This is an optimization exercise on Yosys and OpenROAD, whose aim is small area, a short achievable clock period and few clock cycles per item, not a production implementation.
Where RTL was checked, it was by simulation tests only, not by an equivalence proof against the original.
Power is estimated from default activity; no workload was simulated.

Setup of before:
## evt_router_top
module evt_router_top
#(
  parameter int NUM_MREGS    = 4,
  parameter int NUM_RREGS    = 16,
  parameter int NUM_CHANNELS = 8
)
(
  input  logic                        pl_clk0_buf_int,
  input  logic                        rst_n,
  input  logic                        cfg_wr,
  input  evt_router_pkg::cfg_addr_t   cfg_addr,
  input  evt_router_pkg::key_t        cfg_wdata,
  input  logic                        evt_vld,
  input  evt_router_pkg::evt_t        evt_data,
  output logic                        evt_rdy,
  output logic [NUM_CHANNELS-1:0]     ch_vld,
  output logic [NUM_CHANNELS*32-1:0] ch_key,    
  input  logic [NUM_CHANNELS-1:0]     ch_rdy,
  output evt_router_pkg::count_t      unmatched_cnt,
  output evt_router_pkg::count_t      dropped_cnt
);
For scale: ~2,000 flip-flops, about 410 I/O pins, ~0.078 mm^2 of cells after synthesis.
==> module evt_mapper, before the edit <==
module evt_mapper
#(
  parameter int NUM_MREGS = 4
)
(
  input  logic                      pl_clk0_buf_int,
  input  logic                      rst_n,
  input  logic                      go,
  input  logic                      go_nxt,
  input  evt_router_pkg::key_t      mp_key,
  input  evt_router_pkg::key_t [NUM_MREGS-1:0] mp_fmsk,
  input  logic [NUM_MREGS-1:0][3:0] mp_sft_lo,
  input  logic [NUM_MREGS-1:0][3:0] mp_sft_md,
  input  logic [NUM_MREGS-1:0]      mp_sft_hi,
  input  logic                      evt_vld,
  input  evt_router_pkg::evt_t      evt_data,
  output logic                      evt_rdy,
  output logic                      map_vld,
  output evt_router_pkg::key_t      map_key
);
  logic                 in_vld;
  evt_router_pkg::evt_t in_data;
  evt_router_pkg::key_t key_nxt;
  logic                 in_vld_nxt;
  assign in_vld_nxt = evt_rdy ? evt_vld : in_vld;
  always_ff @(posedge pl_clk0_buf_int or negedge rst_n)
  begin
    if (!rst_n)
    begin
      in_vld  <= 1'b0;
      map_vld <= 1'b0;
      evt_rdy <= 1'b0;
    end
    else
    begin
      in_vld  <= in_vld_nxt;
      evt_rdy <= go_nxt || !in_vld_nxt;
      if (go)
        map_vld <= in_vld;
    end
  end
  always_comb
  begin
    logic [31:0] x, y, z;
    key_nxt = mp_key;
    for (int i = 0; i < NUM_MREGS; i++)
    begin
      x = in_data & mp_fmsk[i];
      for (int j = 0; j < 32; j++)
      begin
        y[j] = 1'b0;
        for (int t = 0; t < 4; t++)
          if (j + t < 32)
            y[j] = y[j] | (mp_sft_lo[i][t] & x[(j + t) % 32]);
      end
      for (int j = 0; j < 32; j++)
      begin
        z[j] = 1'b0;
        for (int t = 0; t < 4; t++)
          if (j + 4 * t < 32)
            z[j] = z[j] | (mp_sft_md[i][t] & y[(j + 4 * t) % 32]);
      end
      for (int j = 0; j < 32; j++)
        key_nxt[j] = key_nxt[j] | (mp_sft_hi[i] ? ((j + 16 < 32) ? z[(j + 16) % 32] : 1'b0) : z[j]);
    end
  end
  always_ff @(posedge pl_clk0_buf_int)
  begin
    if (evt_rdy)
      in_data <= evt_data;
    if (go)
      map_key <= key_nxt;
  end
endmodule
==> flow/config.mk <==
export PLATFORM = sky130hd
export DESIGN_NAME = evt_router_top
export DESIGN_NICKNAME = evt_router_top
export VERILOG_FILES = /design/flow/design.v
export SDC_FILE = /design/flow/constraint.sdc
export NUM_CORES = 4
export LEC_CHECK = 0
export ABC_CLOCK_PERIOD_IN_PS = 2500
export CAP_MARGIN = 20
export CORE_MARGIN = 2
export CORE_UTILIZATION = 40
export SETUP_SLACK_MARGIN = 2.9
export SLEW_MARGIN = 20
export TNS_END_PERCENT = 0
==> flow/constraint.sdc <==
create_clock -name core_clock -period 5.5 [get_ports {pl_clk0_buf_int}]
set_input_delay 1.1000 -clock core_clock [delete_from_list [all_inputs] [get_ports {pl_clk0_buf_int}]]
set_output_delay 1.1000 -clock core_clock [all_outputs]
set_load 0.01 [all_outputs]
standard.sh (not shown) runs the stock make flow with config.mk's settings and CLKGATE_MAP_FILE= SYNTH_SCRIPT=/design/flow/synth_recipe.tcl, a recipe that flattens the netlist after the stock synthesis.
==> flow/flow/run.sh <==
#!/bin/bash
# The standard layout, with plain buffers on the ports: ORFS's buffer_ports
# otherwise picks a delay cell (clkdlybuf4s50_1) for every port buffer.
set -euo pipefail
cd "$(dirname "$0")/.."
export BUFFER_PORTS_ARGS="-buffer_cell sky130_fd_sc_hd__buf_2"
bash standard.sh > make_finish.log 2>&1
Input changes introduced in after (baseline for comparison: before):
--- a/flow/design.v
+++ b/flow/design.v
@@ -136,38 +136,19 @@
   input  evt_router_pkg::evt_t      evt_data,
   output logic                      evt_rdy,
   output logic                      map_vld,
   output evt_router_pkg::key_t      map_key
 );
-  logic                 in_vld;
-  evt_router_pkg::evt_t in_data;
   evt_router_pkg::key_t key_nxt;
-  logic                 in_vld_nxt;
-  assign in_vld_nxt = evt_rdy ? evt_vld : in_vld;
-  always_ff @(posedge pl_clk0_buf_int or negedge rst_n)
-  begin
-    if (!rst_n)
-    begin
-      in_vld  <= 1'b0;
-      map_vld <= 1'b0;
-      evt_rdy <= 1'b0;
-    end
-    else
-    begin
-      in_vld  <= in_vld_nxt;
-      evt_rdy <= go_nxt || !in_vld_nxt;
-      if (go)
-        map_vld <= in_vld;
-    end
-  end
+  logic                 map_vld_nxt;
   always_comb
   begin
     logic [31:0] x, y, z;
     key_nxt = mp_key;
     for (int i = 0; i < NUM_MREGS; i++)
     begin
-      x = in_data & mp_fmsk[i];
+      x = evt_data & mp_fmsk[i];
       for (int j = 0; j < 32; j++)
       begin
         y[j] = 1'b0;
         for (int t = 0; t < 4; t++)
           if (j + t < 32)
@@ -182,15 +163,27 @@
       end
       for (int j = 0; j < 32; j++)
         key_nxt[j] = key_nxt[j] | (mp_sft_hi[i] ? ((j + 16 < 32) ? z[(j + 16) % 32] : 1'b0) : z[j]);
     end
   end
+  assign map_vld_nxt = evt_rdy ? evt_vld : map_vld;
+  always_ff @(posedge pl_clk0_buf_int or negedge rst_n)
+  begin
+    if (!rst_n)
+    begin
+      map_vld <= 1'b0;
+      evt_rdy <= 1'b0;
+    end
+    else
+    begin
+      map_vld <= map_vld_nxt;
+      evt_rdy <= go_nxt || !map_vld_nxt;
+    end
+  end
   always_ff @(posedge pl_clk0_buf_int)
   begin
     if (evt_rdy)
-      in_data <= evt_data;
-    if (go)
       map_key <= key_nxt;
   end
 endmodule
 `timescale 1ns/1ps
 module route_lookup
Findings:
NOTE cell count before->after decreased by a few percent
before → after: setup slack up 0.096 ns, number of nets produced by synthesis fell 24.
after has leakage power below what before had.
From before to after the numbers moved as follows: share of synthesized flip-flops with an asynchronous set or reset ~0 delta, met1 track demand over resource in global routing -0.52 points, gate count after technology mapping -0.41%, total length of routed wires -3.4%, final design area excluding fillers -1.7%.
Changes observed in after relative to before: number of cells on the critical path higher, final-layout clock buffer total lower.
From after to before, total of buffers placed on input and output ports did not move at all.
The higher y dimension of the die of before and after is in before.
before tops out at a lower clock frequency than after.
No run of this note included a check of the RTL's function; only the layout flow was run.

========
04-11:
evt_router_top, a different RTL version from the one above (not shown whole).
Size: roughly 5,900 cells after synthesis, ~2,000 flip-flops.
export LEC_CHECK = 0
export ABC_CLOCK_PERIOD_IN_PS = 2500
export CAP_MARGIN = 20
export CORE_MARGIN = 2
export CORE_UTILIZATION = 40
export SETUP_SLACK_MARGIN = 2.9
export SLEW_MARGIN = 20
export TNS_END_PERCENT = 0
create_clock -name core_clock -period 5.5 [get_ports {pl_clk0_buf_int}]
Scripts as last shown in full above: flow/flow/run.sh
Inputs modified between 04-11 and 04-18:
diff --git a/flow/design.v b/flow/design.v
--- a/flow/design.v
+++ b/flow/design.v
@@ -159,38 +159,35 @@
         z[j] = 1'b0;
         for (int t = 0; t < 4; t++)
           if (j + 4 * t < 32)
             z[j] = z[j] | (mp_sft_md[i][t] & y[(j + 4 * t) % 32]);
       end
       for (int j = 0; j < 32; j++)
         key_nxt[j] = key_nxt[j] | (mp_sft_hi[i] ? ((j + 16 < 32) ? z[(j + 16) % 32] : 1'b0) : z[j]);
     end
   end
-  logic                 map_en;
   assign map_vld_nxt = evt_rdy ? evt_vld : map_vld;
   always_ff @(posedge pl_clk0_buf_int or negedge rst_n)
   begin
     if (!rst_n)
     begin
       map_vld <= 1'b0;
       evt_rdy <= 1'b0;
-      map_en  <= 1'b1;
     end
     else
     begin
       map_vld <= map_vld_nxt;
       evt_rdy <= go_nxt || !map_vld_nxt;
-      map_en  <= go_nxt || !map_vld_nxt;
     end
   end
   always_ff @(posedge pl_clk0_buf_int)
   begin
-    if (map_en)
+    if (evt_rdy)
       map_key <= key_nxt;
   end
 endmodule
 `timescale 1ns/1ps
 module route_lookup
 #(
   parameter int NUM_RREGS    = 16,
   parameter int NUM_CHANNELS = 8
 )
@@ -279,39 +276,36 @@
   logic [NUM_CHANNELS-1:0]   t_ch  [NUM_TRK];   
   evt_router_pkg::wait_t     t_rem [NUM_TRK];   
   logic [NUM_TRK-1:0]        t_exp;             
   logic                      t_free;            
   logic [NUM_TRK-1:0]        t_rdy;
   logic [NUM_TRK-1:0]        t_drop;
   logic [NUM_TRK-1:0]        t_keep;            
   logic [NUM_TRK-1:0]        t_bsy_nxt;
   logic [NUM_TRK-1:0]        t_take;
-  logic [NUM_CHANNELS-1:0]   c_exp;             
-  logic [NUM_CHANNELS-1:0]   c_rem1;            
-  logic                      w_one;             
+  logic [NUM_CHANNELS-1:0]   c_exp;
   logic [NUM_CHANNELS-1:0]   c_free;            
   logic [NUM_CHANNELS-1:0]   c_load;
   logic [NUM_CHANNELS-1:0]   c_stay;
   logic                      pop;
   evt_router_pkg::key_t      s_key;
   logic [1:0]                n_drop;
   logic [1:0]                drop_pend;
   logic [NUM_Q-1:0]          q_ld;
   logic [NUM_Q-1:0]          q_sel;
   logic [NUM_Q-1:0]          q_put;             
   logic [NUM_Q-1:0]          q_nxt;
   always_comb
   begin
-    c_rem1 = '0;
+    c_exp = '0;
     for (int i = 0; i < NUM_TRK; i++)
-      c_rem1 = c_rem1 | (t_ch[i] & {NUM_CHANNELS{t_bsy[i] && t_rem[i] == evt_router_pkg::wait_t'(1)}});
+      c_exp = c_exp | (t_ch[i] & {NUM_CHANNELS{t_exp[i]}});
   end
-  assign w_one = !dw_zero && (dw_m1 == '0);
   assign c_free = ~ch_vld | ch_rdy | c_exp;
   assign c_stay = ch_vld & ~c_free;
   always_comb
   begin
     for (int i = 0; i < NUM_Q; i++)
       q_ld[i] = t_free && q_vld[i] && |(q_ch[i] & c_free);
     for (int i = 0; i < NUM_Q; i++)
     begin
       q_sel[i] = q_ld[i];
@@ -358,32 +352,30 @@
   always_ff @(posedge pl_clk0_buf_int or negedge rst_n)
   begin
     if (!rst_n)
     begin
       q_vld  <= '0;
       go     <= 1'b0;
       ch_vld <= '0;
       t_bsy  <= '0;
       t_exp  <= '0;
-      c_exp  <= '0;
       t_free <= 1'b0;
     end
     else
     begin
       q_vld  <= q_nxt;
       go     <= go_nxt;
       ch_vld <= c_stay | c_load;
       t_bsy  <= t_bsy_nxt;
       t_free <= !(&t_bsy_nxt);
-      c_exp  <= (c_load & {NUM_CHANNELS{w_one}}) | (c_stay & c_rem1 & {NUM_CHANNELS{!dw_zero}});
       for (int i = 0; i < NUM_TRK; i++)
         if (t_take[i])
-          t_exp[i] <= w_one;
+          t_exp[i] <= !dw_zero && (dw_m1 == '0);
         else
           t_exp[i] <= t_keep[i] && !dw_zero && (t_rem[i] == evt_router_pkg::wait_t'(1));
     end
   end
   always_ff @(posedge pl_clk0_buf_int)
   begin
     for (int i = 0; i < NUM_Q; i++)
     begin
       if (q_put[i])
Notes after the runs:
04-18 did not stop at any stage, and its layout met the timing, design-rule and antenna checks. The HPWL after detailed placement of 04-11 and that of 04-18 are within noise of each other. Die outline height essentially unchanged between 04-18 and 04-11. 04-18 vs 04-11 on routed wire length: 04-18 is the higher one. End point of the critical path = cd.t_ch[0][5]: 04-11; end point of the critical path = cd.t_ch[2][6]: 04-18. The type of the setup path with the least slack comes out primary input to flop in one run and flop to flop in the other, namely in 04-11 and 04-18 respectively. The fraction of the yosys area taken by sequential cells of 04-18 falls short of that of 04-11 by 0.25 points. Data-path buffer share of cell area in the final layout: 04-18 and 04-11 compared, lower one is 04-11. Going from 04-11 to 04-18, final area stayed essentially flat, layout sequential cell count fell by 9, register area fell by 0.40%. 04-11 → 04-18: power share of the combinational group up 0.8 points, synthesized netlist cell count essentially unchanged. The clock power share of 04-18 is lower than that of 04-11.
Testbench counts of 04-18, summed over its fixed seeds: cycles 17,130, items 16,000.
Only the layout flow was run in 04-11; the RTL was not checked for function there.

========
## the reference run
RTL: one of the versions met above, not the one the previous note started from.
Size in the first run: about 5,900 cells after synthesis.
export LEC_CHECK = 0
export ABC_CLOCK_PERIOD_IN_PS = 2500
export CAP_MARGIN = 20
export CORE_MARGIN = 2
export CORE_UTILIZATION = 40
export CTS_BUF_LIST = sky130_fd_sc_hd__clkbuf_8
export SETUP_SLACK_MARGIN = 2.9
export SLEW_MARGIN = 20
export TNS_END_PERCENT = 0
create_clock -name core_clock -period 5.5 [get_ports {pl_clk0_buf_int}]
Scripts as last shown in full above: flow/flow/run.sh
Testbench counts of the reference run, summed over its fixed seeds: cycles 17,130, items 16,000.
Input changes introduced in the trial run (baseline for comparison: the reference run):
diff --git a/flow/design.v b/flow/design.v
--- a/flow/design.v
+++ b/flow/design.v
@@ -159,35 +159,38 @@
         z[j] = 1'b0;
         for (int t = 0; t < 4; t++)
           if (j + 4 * t < 32)
             z[j] = z[j] | (mp_sft_md[i][t] & y[(j + 4 * t) % 32]);
       end
       for (int j = 0; j < 32; j++)
         key_nxt[j] = key_nxt[j] | (mp_sft_hi[i] ? ((j + 16 < 32) ? z[(j + 16) % 32] : 1'b0) : z[j]);
     end
   end
+  logic                 map_en;
   assign map_vld_nxt = evt_rdy ? evt_vld : map_vld;
   always_ff @(posedge pl_clk0_buf_int or negedge rst_n)
   begin
     if (!rst_n)
     begin
       map_vld <= 1'b0;
       evt_rdy <= 1'b0;
+      map_en  <= 1'b1;
     end
     else
     begin
       map_vld <= map_vld_nxt;
       evt_rdy <= go_nxt || !map_vld_nxt;
+      map_en  <= go_nxt || !map_vld_nxt;
     end
   end
   always_ff @(posedge pl_clk0_buf_int)
   begin
-    if (evt_rdy)
+    if (map_en)
       map_key <= key_nxt;
   end
 endmodule
 `timescale 1ns/1ps
 module route_lookup
 #(
   parameter int NUM_RREGS    = 16,
   parameter int NUM_CHANNELS = 8
 )
@@ -276,36 +279,39 @@
   logic [NUM_CHANNELS-1:0]   t_ch  [NUM_TRK];   
   evt_router_pkg::wait_t     t_rem [NUM_TRK];   
   logic [NUM_TRK-1:0]        t_exp;             
   logic                      t_free;            
   logic [NUM_TRK-1:0]        t_rdy;
   logic [NUM_TRK-1:0]        t_drop;
   logic [NUM_TRK-1:0]        t_keep;            
   logic [NUM_TRK-1:0]        t_bsy_nxt;
   logic [NUM_TRK-1:0]        t_take;
-  logic [NUM_CHANNELS-1:0]   c_exp;
+  logic [NUM_CHANNELS-1:0]   c_exp;             
+  logic [NUM_CHANNELS-1:0]   c_rem1;            
+  logic                      w_one;             
   logic [NUM_CHANNELS-1:0]   c_free;            
   logic [NUM_CHANNELS-1:0]   c_load;
   logic [NUM_CHANNELS-1:0]   c_stay;
   logic                      pop;
   evt_router_pkg::key_t      s_key;
   logic [1:0]                n_drop;
   logic [1:0]                drop_pend;
   logic [NUM_Q-1:0]          q_ld;
   logic [NUM_Q-1:0]          q_sel;
   logic [NUM_Q-1:0]          q_put;             
   logic [NUM_Q-1:0]          q_nxt;
   always_comb
   begin
-    c_exp = '0;
+    c_rem1 = '0;
     for (int i = 0; i < NUM_TRK; i++)
-      c_exp = c_exp | (t_ch[i] & {NUM_CHANNELS{t_exp[i]}});
+      c_rem1 = c_rem1 | (t_ch[i] & {NUM_CHANNELS{t_bsy[i] && t_rem[i] == evt_router_pkg::wait_t'(1)}});
   end
+  assign w_one = !dw_zero && (dw_m1 == '0);
   assign c_free = ~ch_vld | ch_rdy | c_exp;
   assign c_stay = ch_vld & ~c_free;
   always_comb
   begin
     for (int i = 0; i < NUM_Q; i++)
       q_ld[i] = t_free && q_vld[i] && |(q_ch[i] & c_free);
     for (int i = 0; i < NUM_Q; i++)
     begin
       q_sel[i] = q_ld[i];
@@ -352,30 +358,32 @@
   always_ff @(posedge pl_clk0_buf_int or negedge rst_n)
   begin
     if (!rst_n)
     begin
       q_vld  <= '0;
       go     <= 1'b0;
       ch_vld <= '0;
       t_bsy  <= '0;
       t_exp  <= '0;
+      c_exp  <= '0;
       t_free <= 1'b0;
     end
     else
     begin
       q_vld  <= q_nxt;
       go     <= go_nxt;
       ch_vld <= c_stay | c_load;
       t_bsy  <= t_bsy_nxt;
       t_free <= !(&t_bsy_nxt);
+      c_exp  <= (c_load & {NUM_CHANNELS{w_one}}) | (c_stay & c_rem1 & {NUM_CHANNELS{!dw_zero}});
       for (int i = 0; i < NUM_TRK; i++)
         if (t_take[i])
-          t_exp[i] <= !dw_zero && (dw_m1 == '0);
+          t_exp[i] <= w_one;
         else
           t_exp[i] <= t_keep[i] && !dw_zero && (t_rem[i] == evt_router_pkg::wait_t'(1));
     end
   end
   always_ff @(posedge pl_clk0_buf_int)
   begin
     for (int i = 0; i < NUM_Q; i++)
     begin
       if (q_put[i])
## What came out
Cmp the trial run and the reference run / worst-case headroom to the max-slew limit / lower: the trial run. Sort the trial run and the reference run by combined flip-flop and latch cell area, ascending, and the reference run comes first. From the reference run to the trial run the numbers moved as follows: post-cts sizing count went down; final worst hold slack went down; final setup violation count did not really move; maximum number of buffers from clock root to sink did not really move. Run comparison: the reference run critical path launch point cd.t_exp[1]; the trial run critical path launch point cd.c_exp[2]. Total chip power of the trial run is on par with the reference run.
Only the layout flow was run in the trial run; the RTL was not checked for function there.

[afterwards: timing with drivers on the ports]
How much do the figures lean on ideal ports? The routed layouts below were timed once more, with nothing changed but the port constraints.
Step 1: set_driving_cell puts a clkbuf_16 on pl_clk0_buf_int and a buf_2 on each other input, an assumption about the parent block.
Step 2 times the ports against the registers' clock, not the clock port: input delays grow and output delays shrink by t, the midpoint of the rising clock arrivals with the driver on.
Three values: ideal, step 1, step 2; two values: the first two.
| run | shift t [ns] | setup WS [ns] | latest minus earliest clock arrival (ns) |
|---|---|---|---|
| before | 0.913 | 2.428 / 2.428 / 1.783 | 0.051 / 0.051 |
| after | 0.911 | 2.524 / 2.524 / 1.885 | 0.048 / 0.047 |
| 04-11 | 0.915 | 2.394 / 2.433 / 1.524 | 0.063 / 0.062 |
| 04-18 | 0.911 | 2.524 / 2.524 / 1.885 | 0.048 / 0.047 |
| the reference run | 1.078 | 2.504 / 2.504 / 1.928 | 0.085 / 0.084 |
| the trial run | 1.089 | 2.484 / 2.484 / 1.575 | 0.081 / 0.081 |
After both steps setup and hold are still met in every run listed. For the trial run, which loses most, drivers alone change the setup slack by 0.000 ns; drivers and shift together by -0.909 ns.
